Context: an optimization exercise on an open-source flow, tuned for small area, a short achievable clock period and few clock cycles per item. The choices shown serve that exercise and are no tape-out recipe. Function was checked by simulation only, so behaviour that the tests miss may differ from the original. Power is estimated from default activity; no workload was simulated.

## tile_convert_top
module tile_convert_top
(
    input  logic                   clk,
    input  logic                   rst,
    input  logic                   comp_enb,
    output logic                   busy,
    output logic                   done,
    output logic [16-1:0] mem_addr,
    output logic                   mem_read_enb,
    input  logic [64-1:0]  mem_data_in,
    output logic [16-1:0] res_addr,
    output logic [64-1:0]  res_data_out,
    output logic                   res_write_enb
);
export LEC_CHECK = 0
export CAP_MARGIN = 20
export CORE_MARGIN = 2
export CORE_UTILIZATION = 40
export SETUP_SLACK_MARGIN = 4.65
export SLEW_MARGIN = 20
create_clock -name core_clock -period 8.0 [get_ports {clk}]
standard.sh (not shown) runs the stock make flow with config.mk's settings and CLKGATE_MAP_FILE= SYNTH_SCRIPT=/design/flow/synth_recipe.tcl, a recipe that flattens the netlist after the stock synthesis.
==> flow/flow/run.sh <==
#!/bin/bash
# Standard layout with these changes:
#  - synthesis maps the logic with ABC's area script replaced by abc.script,
#    and without the adder extraction (ADDER_MAP_FILE empty); everything else,
#    register names included, is the standard synthesis; the run stops with
#    an error if its registers differ from the standard synthesis's;
#  - the port buffers are made from the smallest buffer cell;
#  - clock tree synthesis inserts no dummy loads and uses clkbuf_4 only;
#  - one tie cell drives all constant outputs.
# Each tool's output goes to a log of its own in this folder.
set -euo pipefail
here=$(pwd)
res=$here/orfs/results/$FLOW_PLATFORM/tile_convert_top/base

# The standard synthesis, kept for its registers
bash standard.sh synth > synth_standard.log 2>&1
cp $res/1_2_yosys.v $here/standard_synth.v
rm -rf $here/orfs

# ORFS's scripts with the area ABC script replaced
cp -r $FLOW_HOME/scripts $here/scripts
cp $here/flow/abc.script $here/scripts/abc_area.script
bash standard.sh synth SCRIPTS_DIR=$here/scripts ABC_AREA=1 ADDER_MAP_FILE= > synth.log 2>&1
python3 $here/flow/sameregs.py $here/standard_synth.v $res/1_2_yosys.v > sameregs.log 2>&1

export BUFFER_PORTS_ARGS="-buffer_cell sky130_fd_sc_hd__buf_1"
export CTS_ARGS="-sink_clustering_enable -repair_clock_nets -dont_use_dummy_load -buf_list {sky130_fd_sc_hd__clkbuf_4 sky130_fd_sc_hd__clkbuf_8}"
export SKIP_REPAIR_TIE_FANOUT=1
bash standard.sh finish > standard.log 2>&1
==> flow/flow/abc.script <==
&get -n
&deepsyn -T 60
&put
dch -f
amap
==> flow/flow/sameregs.py <==
# sameregs.py A.v B.v: exit 0 when both netlists hold the same flip-flops
# (instance names and cell types), else 1.
import re, sys
def regs(path):
    text = open(path).read()
    return sorted(re.findall(r'^\s*(sky130_fd_sc_hd__(?:df|edf|sdf|dl)\w*)\s+(\\\S+|\w+)\s*\(', text, re.M), key=lambda t: t[1])
a, b = regs(sys.argv[1]), regs(sys.argv[2])
print(f"{len(a)} registers in {sys.argv[1]}, {len(b)} in {sys.argv[2]}")
if a != b:
    for x in sorted(set(a) ^ set(b))[:20]:
        print("differs:", x)
    sys.exit(1)
print("same registers")
Testbench counts at the start, summed over its fixed seeds: cycles 4,224, tiles 64.
Then changed:
==> flow/flow/abc.script (replaced) <==
strash
dch -f
amap
strash
dch -f
amap
- CORE_UTILIZATION: 40 -> 55
Result:
- register-to-register slack gets better by 0.02 ns
- utilization came out higher by 20 points
- synthesized cell count went down by 8.6%
- cell count fell by 9.2%
- area after synthesis fell by 4.2%
Then changed:
- CORE_UTILIZATION: 55 -> 40
- SETUP_SLACK_MARGIN: 4.65 -> 5
What happened:
- worst setup slack is better by 0.16 ns
- global-route usage falls by 3.4 points
- clock power barely changes
- sequential share of layout area falls by 6.9 points
- worst hold slack is about the same
Then changed:
- SETUP_SLACK_MARGIN: 5 -> 4.65
=>
- The changed run ran to the end with no violations
- routed wire length shrinks by 21%
- clock-buffer cell count stays the same
- via count shrinks by 7.4%
- flip-flop and latch count stays the same
Then changed:
--- a/flow/flow/run.sh
+++ b/flow/flow/run.sh
@@ -26,3 +26,3 @@
 export BUFFER_PORTS_ARGS="-buffer_cell sky130_fd_sc_hd__buf_1"
-export CTS_ARGS="-sink_clustering_enable -repair_clock_nets -dont_use_dummy_load -buf_list {sky130_fd_sc_hd__clkbuf_4 sky130_fd_sc_hd__clkbuf_8}"
+export CTS_ARGS="-sink_clustering_enable -repair_clock_nets -dont_use_dummy_load -buf_list sky130_fd_sc_hd__clkbuf_4 sky130_fd_sc_hd__clkbuf_8"
 export SKIP_REPAIR_TIE_FANOUT=1
==> flow/flow/abc.script (replaced) <==
strash
dch -f
amap
- SETUP_SLACK_MARGIN: 4.65 -> 4.5
=>
- The changed run stopped in clock tree synthesis (4_1_cts), error STA-0564
- synthesized cell count climbs by about 1.1%
- area after synthesis is higher by about 3%

========
The RTL this note starts from:
==> flow/design.v <==
`timescale 1ns/100ps
package conv_pkg;
    typedef logic signed [7:0] int8_t;
    typedef logic [16-1:0] bf16_t;
    typedef logic [9:0] smag_t;
    typedef logic [4*16-1:0] chunk_t;
    function automatic smag_t step1(input logic [7:0] v);
        logic [6:0] m;
        m = v[7] ? ((v[6:0] == 7'd0) ? 7'h7F : (~v[6:0] + 7'd1)) : v[6:0];
        step1 = {2'b00, v[7], m};
    endfunction
    function automatic smag_t step2(input smag_t t);
        logic z4;
        z4 = (t[6:3] == 4'd0);
        step2 = {1'b0, z4, t[7], z4 ? {t[2:0], 4'd0} : t[6:0]};
    endfunction
    function automatic smag_t step3(input smag_t t);
        logic z2;
        z2 = (t[6:5] == 2'd0);
        step3 = {z2, t[8], t[7], z2 ? {t[4:0], 2'd0} : t[6:0]};
    endfunction
    function automatic smag_t step4(input smag_t t);
        logic z1;
        z1 = !t[6];
        step4 = {t[9], t[8], t[7], z1, z1 ? {t[4:0], 1'b0} : t[5:0]};
    endfunction
    function automatic bf16_t finish(input smag_t t);
        logic z4, z2, z1, s;
        logic [7:0] e;
        z2 = t[9]; z4 = t[8]; s = t[7]; z1 = t[6];
        e[7]   = !(z4 && z2);
        e[6:3] = {4{z4 && z2 && !z1}};
        e[2]   = !(z4 ^ z2) && !(z4 && z2 && z1);
        e[1]   = z2 && !(z4 && z1);
        e[0]   = !z1;
        finish = {s, e, t[5:0], 1'b0};
    endfunction
    function automatic smag_t steps(input smag_t t, input int from, input int to);
        smag_t r;
        r = t;
        if (from < 2 && to >= 2) r = step2(r);
        if (from < 3 && to >= 3) r = step3(r);
        if (from < 4 && to >= 4) r = step4(r);
        steps = r;
    endfunction
endpackage
`timescale 1ns/100ps
module int8_to_smag #(parameter int CUT = 2)
(
    input  conv_pkg::int8_t value,
    output conv_pkg::smag_t smag
);
    assign smag = conv_pkg::steps(conv_pkg::step1(value), 1, CUT);
endmodule
module smag_to_bf16 #(parameter int CUT = 2)
(
    input  conv_pkg::smag_t smag,
    output conv_pkg::bf16_t result
);
    assign result = conv_pkg::finish(conv_pkg::steps(smag, CUT, 4));
endmodule
`timescale 1ns/100ps
module line_assembler
(
    input  logic                  half_sel,
    input  logic [64-1:0] mem_data_in,
    output conv_pkg::smag_t [3:0] smag
);
    logic [64/2-1:0] half;
    assign half = half_sel ? mem_data_in[64-1:64/2]
                           : mem_data_in[64/2-1:0];
    for (genvar i = 0; i < 4; i++) begin : g_lane
        int8_to_smag u_smag (
            .value (half[i*8 +: 8]),
            .smag  (smag[i])
        );
    end
endmodule
`timescale 1ns/100ps
module tile_buffer
(
    input  logic                  clk,
    input  conv_pkg::smag_t [3:0] smag_in,
    output logic [64-1:0] res_data_out
);
    conv_pkg::smag_t [3:0] smag_q;
    always_ff @(posedge clk)
        smag_q <= smag_in;
    for (genvar i = 0; i < 4; i++) begin : g_lane
        smag_to_bf16 u_conv (
            .smag   (smag_q[i]),
            .result (res_data_out[i*16 +: 16])
        );
    end
endmodule
`timescale 1ns/100ps
module tile_word_counter
(
    input  logic       clk,
    input  logic       rd_active,
    output logic [5:0] rd_word,
    output logic [5:0] wr_word,
    output logic       rd_last
);
    logic [6:0] seq;
    logic       fb;
    assign fb = seq[5] ^ seq[4] ^ (seq[4:0] == 5'd0);
    always_ff @(posedge clk) begin
        if (!rd_active)
            seq <= '0;
        else
            seq <= {seq[5:0], fb};
    end
    assign rd_word = seq[5:0];
    assign wr_word = seq[6:1];
    assign rd_last = (seq[5:0] == 6'b100000);
endmodule
`timescale 1ns/100ps
module tile_ctrl_fsm
(
    input  logic     clk,
    input  logic     rst,
    input  logic     comp_enb,
    input  logic     rd_last,
    output logic     rd_active,
    output logic     wr_active,
    output logic     busy,
    output logic     done
);
    always_ff @(posedge clk) begin
        if (rst) begin
            rd_active <= 1'b0;
            wr_active <= 1'b0;
        end else begin
            if (rd_active)
                rd_active <= !rd_last;
            else
                rd_active <= comp_enb && !wr_active;    
            wr_active <= rd_active;
        end
    end
    assign busy = rd_active;
    assign done = wr_active && !rd_active;    
endmodule
`timescale 1ns/100ps
module tile_convert_top
(
    input  logic                   clk,
    input  logic                   rst,
    input  logic                   comp_enb,
    output logic                   busy,
    output logic                   done,
    output logic [16-1:0] mem_addr,
    output logic                   mem_read_enb,
    input  logic [64-1:0]  mem_data_in,
    output logic [16-1:0] res_addr,
    output logic [64-1:0]  res_data_out,
    output logic                   res_write_enb
);
    logic                  rd_active;
    logic                  wr_active;
    logic                  rd_last;
    logic [5:0]            rd_word;
    logic [5:0]            wr_word;
    conv_pkg::smag_t [3:0] smag;
    tile_ctrl_fsm u_fsm (
        .clk       (clk),
        .rst       (rst),
        .comp_enb  (comp_enb),
        .rd_last   (rd_last),
        .rd_active (rd_active),
        .wr_active (wr_active),
        .busy      (busy),
        .done      (done)
    );
    tile_word_counter u_counter (
        .clk       (clk),
        .rd_active (rd_active),
        .rd_word   (rd_word),
        .wr_word   (wr_word),
        .rd_last   (rd_last)
    );
    line_assembler u_assembler (
        .half_sel    (rd_word[0]),
        .mem_data_in (mem_data_in),
        .smag        (smag)
    );
    tile_buffer u_buffer (
        .clk          (clk),
        .smag_in      (smag),
        .res_data_out (res_data_out)
    );
    assign mem_addr      = {11'd0, rd_word[5:1]};
    assign res_addr      = {10'd0, wr_word};
    assign mem_read_enb  = rd_active;
    assign res_write_enb = wr_active;
endmodule
clock: 8.0 ns
lec_check: 0
cap_margin: 20
core_margin: 2
core_utilization: 40
setup_slack_margin: 4.85
slew_margin: 20
==> flow/flow/run.sh <==
#!/bin/bash
# Standard layout with three changes:
#  - synthesis maps the logic with ABC's area script replaced by abc.script,
#    and without the adder extraction (ADDER_MAP_FILE empty); everything else,
#    register names included, is the standard synthesis; the run stops with
#    an error if its registers differ from the standard synthesis's;
#  - the port buffers are made from the smallest buffer cell.
# Each tool's output goes to a log of its own in this folder.
set -euo pipefail
here=$(pwd)
res=$here/orfs/results/$FLOW_PLATFORM/tile_convert_top/base

# The standard synthesis, kept for its registers
bash standard.sh synth > synth_standard.log 2>&1
cp $res/1_2_yosys.v $here/standard_synth.v
rm -rf $here/orfs

# ORFS's scripts with the area ABC script replaced
cp -r $FLOW_HOME/scripts $here/scripts
cp $here/flow/abc.script $here/scripts/abc_area.script
bash standard.sh synth SCRIPTS_DIR=$here/scripts ABC_AREA=1 ADDER_MAP_FILE= > synth.log 2>&1
python3 $here/flow/sameregs.py $here/standard_synth.v $res/1_2_yosys.v > sameregs.log 2>&1

export BUFFER_PORTS_ARGS="-buffer_cell sky130_fd_sc_hd__buf_1"
export CTS_ARGS="-sink_clustering_enable -repair_clock_nets -dont_use_dummy_load"
bash standard.sh finish > standard.log 2>&1
==> flow/flow/abc.script <==
strash
dch -f
amap
Scripts as last shown in full above: flow/flow/sameregs.py
Testbench counts at the start, summed over its fixed seeds: cycles 4,224, tiles 64.
Change:
--- a/flow/flow/run.sh
+++ b/flow/flow/run.sh
@@ -24,3 +24,3 @@
 export BUFFER_PORTS_ARGS="-buffer_cell sky130_fd_sc_hd__buf_1"
-export CTS_ARGS="-sink_clustering_enable -repair_clock_nets -dont_use_dummy_load"
+export CTS_ARGS="-sink_clustering_enable -repair_clock_nets -dont_use_dummy_load -sink_clustering_size 50 -sink_clustering_max_diameter 300"
 bash standard.sh finish > standard.log 2>&1
SETUP_SLACK_MARGIN = 4.5   (was 4.85)
=>
- count of clock-buffer cells in the layout is unchanged
- die area is unchanged
- sequential power went down by about 2%
Change:
--- a/flow/flow/run.sh
+++ b/flow/flow/run.sh
@@ -1,3 +1,3 @@
 #!/bin/bash
-# Standard layout with three changes:
+# Standard layout with these changes:
 #  - synthesis maps the logic with ABC's area script replaced by abc.script,
@@ -6,3 +6,6 @@
 #    an error if its registers differ from the standard synthesis's;
-#  - the port buffers are made from the smallest buffer cell.
+#  - the port buffers are made from the smallest buffer cell;
+#  - clock tree synthesis inserts no dummy loads and picks its buffers
+#    from clkbuf_4 and clkbuf_8;
+#  - one tie cell drives all constant outputs.
 # Each tool's output goes to a log of its own in this folder.
@@ -24,3 +27,4 @@
 export BUFFER_PORTS_ARGS="-buffer_cell sky130_fd_sc_hd__buf_1"
-export CTS_ARGS="-sink_clustering_enable -repair_clock_nets -dont_use_dummy_load -sink_clustering_size 50 -sink_clustering_max_diameter 300"
+export CTS_ARGS="-sink_clustering_enable -repair_clock_nets -dont_use_dummy_load -buf_list {sky130_fd_sc_hd__clkbuf_4 sky130_fd_sc_hd__clkbuf_8}"
+export SKIP_REPAIR_TIE_FANOUT=1
 bash standard.sh finish > standard.log 2>&1
==> flow/flow/abc.script (replaced) <==
strash
dch -f
map -a
SETUP_SLACK_MARGIN = 4.65   (was 4.5)
Register-to-register slack improves by 0.31 ns.
Die area rises by 11%.
Via count rises by 14%.
Flip-flop and latch count stays the same.
Cell area goes up by 8.5%.
Sequential share of layout area shrinks by 2.2 points.

========
// tile_convert_top: RTL as listed in full above, without the edits since
Settings: LEC_CHECK=0, CAP_MARGIN=20, CORE_MARGIN=2, CORE_UTILIZATION=40, SETUP_SLACK_MARGIN=4.5, SLEW_MARGIN=20; clock period 8.0 ns.
==> flow/flow/run.sh <==
#!/bin/bash
# Standard layout with these changes:
#  - synthesis maps the logic with ABC's area script replaced by abc.script,
#    and without the adder extraction (ADDER_MAP_FILE empty); everything else,
#    register names included, is the standard synthesis; the run stops with
#    an error if its registers differ from the standard synthesis's;
#  - the port buffers are made from the smallest buffer cell;
#  - clock tree synthesis inserts no dummy loads and uses clkbuf_4 only;
#  - one tie cell drives all constant outputs.
# Each tool's output goes to a log of its own in this folder.
set -euo pipefail
here=$(pwd)
res=$here/orfs/results/$FLOW_PLATFORM/tile_convert_top/base

# The standard synthesis, kept for its registers
bash standard.sh synth > synth_standard.log 2>&1
cp $res/1_2_yosys.v $here/standard_synth.v
rm -rf $here/orfs

# ORFS's scripts with the area ABC script replaced
cp -r $FLOW_HOME/scripts $here/scripts
cp $here/flow/abc.script $here/scripts/abc_area.script
bash standard.sh synth SCRIPTS_DIR=$here/scripts ABC_AREA=1 ADDER_MAP_FILE= > synth.log 2>&1
python3 $here/flow/sameregs.py $here/standard_synth.v $res/1_2_yosys.v > sameregs.log 2>&1

export BUFFER_PORTS_ARGS="-buffer_cell sky130_fd_sc_hd__buf_1"
export CTS_ARGS="-sink_clustering_enable -repair_clock_nets -dont_use_dummy_load -buf_list {sky130_fd_sc_hd__clkbuf_4 sky130_fd_sc_hd__clkbuf_8}"
export SKIP_REPAIR_TIE_FANOUT=1
bash standard.sh finish > standard.log 2>&1
==> flow/flow/abc.script <==
strash
dch -f
amap
strash
dch -f
amap
strash
dch -f
amap
Scripts as last shown in full above: flow/flow/sameregs.py
The baseline completed without violations.
Testbench counts at the start, summed over its fixed seeds: cycles 4,224, tiles 64.
==> next run, changes <==
==> flow/flow/abc.script (replaced) <==
strash
dch -f
amap
strash
dch -f
amap
Result: The new run passed the timing, design-rule and antenna checks. Total power fell by 3.7%. Register-to-register slack gains 0.31 ns. Sequential power fell by about 2%. Area after synthesis fell by 3.9%. Synthesized cell count fell by 6.0%. Sequential share of layout area rose by 1.4 points. Via count fell by 3.9%. Final cell count fell by 4.6%. Die area fell by 3.7%.
==> next run, changes <==
--- a/flow/flow/run.sh
+++ b/flow/flow/run.sh
@@ -26,3 +26,3 @@
 export BUFFER_PORTS_ARGS="-buffer_cell sky130_fd_sc_hd__buf_1"
-export CTS_ARGS="-sink_clustering_enable -repair_clock_nets -dont_use_dummy_load -buf_list {sky130_fd_sc_hd__clkbuf_4 sky130_fd_sc_hd__clkbuf_8}"
+export CTS_ARGS="-sink_clustering_enable -repair_clock_nets -dont_use_dummy_load -buf_list sky130_fd_sc_hd__clkbuf_4"
 export SKIP_REPAIR_TIE_FANOUT=1
==> flow/flow/abc.script (replaced) <==
strash
dch -f
amap
CORE_UTILIZATION = 65   (was 40)
Outcome: The new run completed with no timing, DRC or antenna violations. Routed wire length climbs by a few percent. Sequential power climbs slightly. Core utilization climbs by 29 points. Register-to-register slack is worse by 0.11 ns. Clock skew drops by 0.012 ns. Worst hold slack hardly moves. Cell count drops by a few percent. Total power drops slightly. Design area climbs slightly.

## port drivers added, routing unchanged
The flow's constraints put no driver on any port. The routed layouts listed below were extracted and timed again, unchanged, in two steps.
Step 1 assumes that a clkbuf_16 drives the clock port and a buf_2 every other input.
Step 2 adds t to the input delays and takes it off the output delays; t is the mean of the earliest and latest rising clock arrival at the registers after step 1. Input paths then give back, and output paths get back, about the clock's delay inside the block.
Slacks: ideal / step 1 / step 2; pairs: ideal / step 1.
run | shift t [ns] | setup slack, ns | hold WS [ns] | worst register clock-pin slew, ns | pins driven straight from the clock port
the first run of note 1 | 0.309 | 4.730 / 4.734 / 4.425 | 0.480 / 0.480 / 0.480 | 0.08 / 0.08 | 1
the second run of note 1 | 0.308 | 4.778 / 4.783 / 4.475 | 0.494 / 0.494 / 0.494 | 0.07 / 0.07 | 1
the third run of note 1 | 0.314 | 4.942 / 4.913 / 4.653 | 0.491 / 0.491 / 0.491 | 0.08 / 0.08 | 1
the fourth run of note 1 | 0.310 | 4.839 / 4.812 / 4.564 | 0.492 / 0.492 / 0.492 | 0.08 / 0.08 | 1
the first run of note 2 | 0.315 | 4.887 / 4.859 / 4.650 | 0.487 / 0.487 / 0.487 | 0.09 / 0.09 | 1
the second run of note 2 | 0.316 | 4.680 / 4.652 / 4.396 | 0.504 / 0.504 / 0.504 | 0.09 / 0.09 | 1
the third run of note 2 | 0.313 | 4.782 / 4.751 / 4.614 | 0.463 / 0.463 / 0.463 | 0.09 / 0.09 | 1
the first run of note 3 | 0.307 | 4.619 / 4.626 / 4.319 | 0.489 / 0.489 / 0.489 | 0.08 / 0.08 | 1
the second run of note 3 | 0.316 | 4.638 / 4.610 / 4.393 | 0.495 / 0.495 / 0.495 | 0.09 / 0.09 | 1
the third run of note 3 | 0.365 | 4.662 / 4.636 / 4.381 | 0.497 / 0.497 / 0.497 | 0.12 / 0.12 | 1
After both steps every run listed still meets setup and hold. The setup slack of the first run of note 1, which loses most, moves by +0.004 ns with the drivers and by -0.305 ns with both steps.
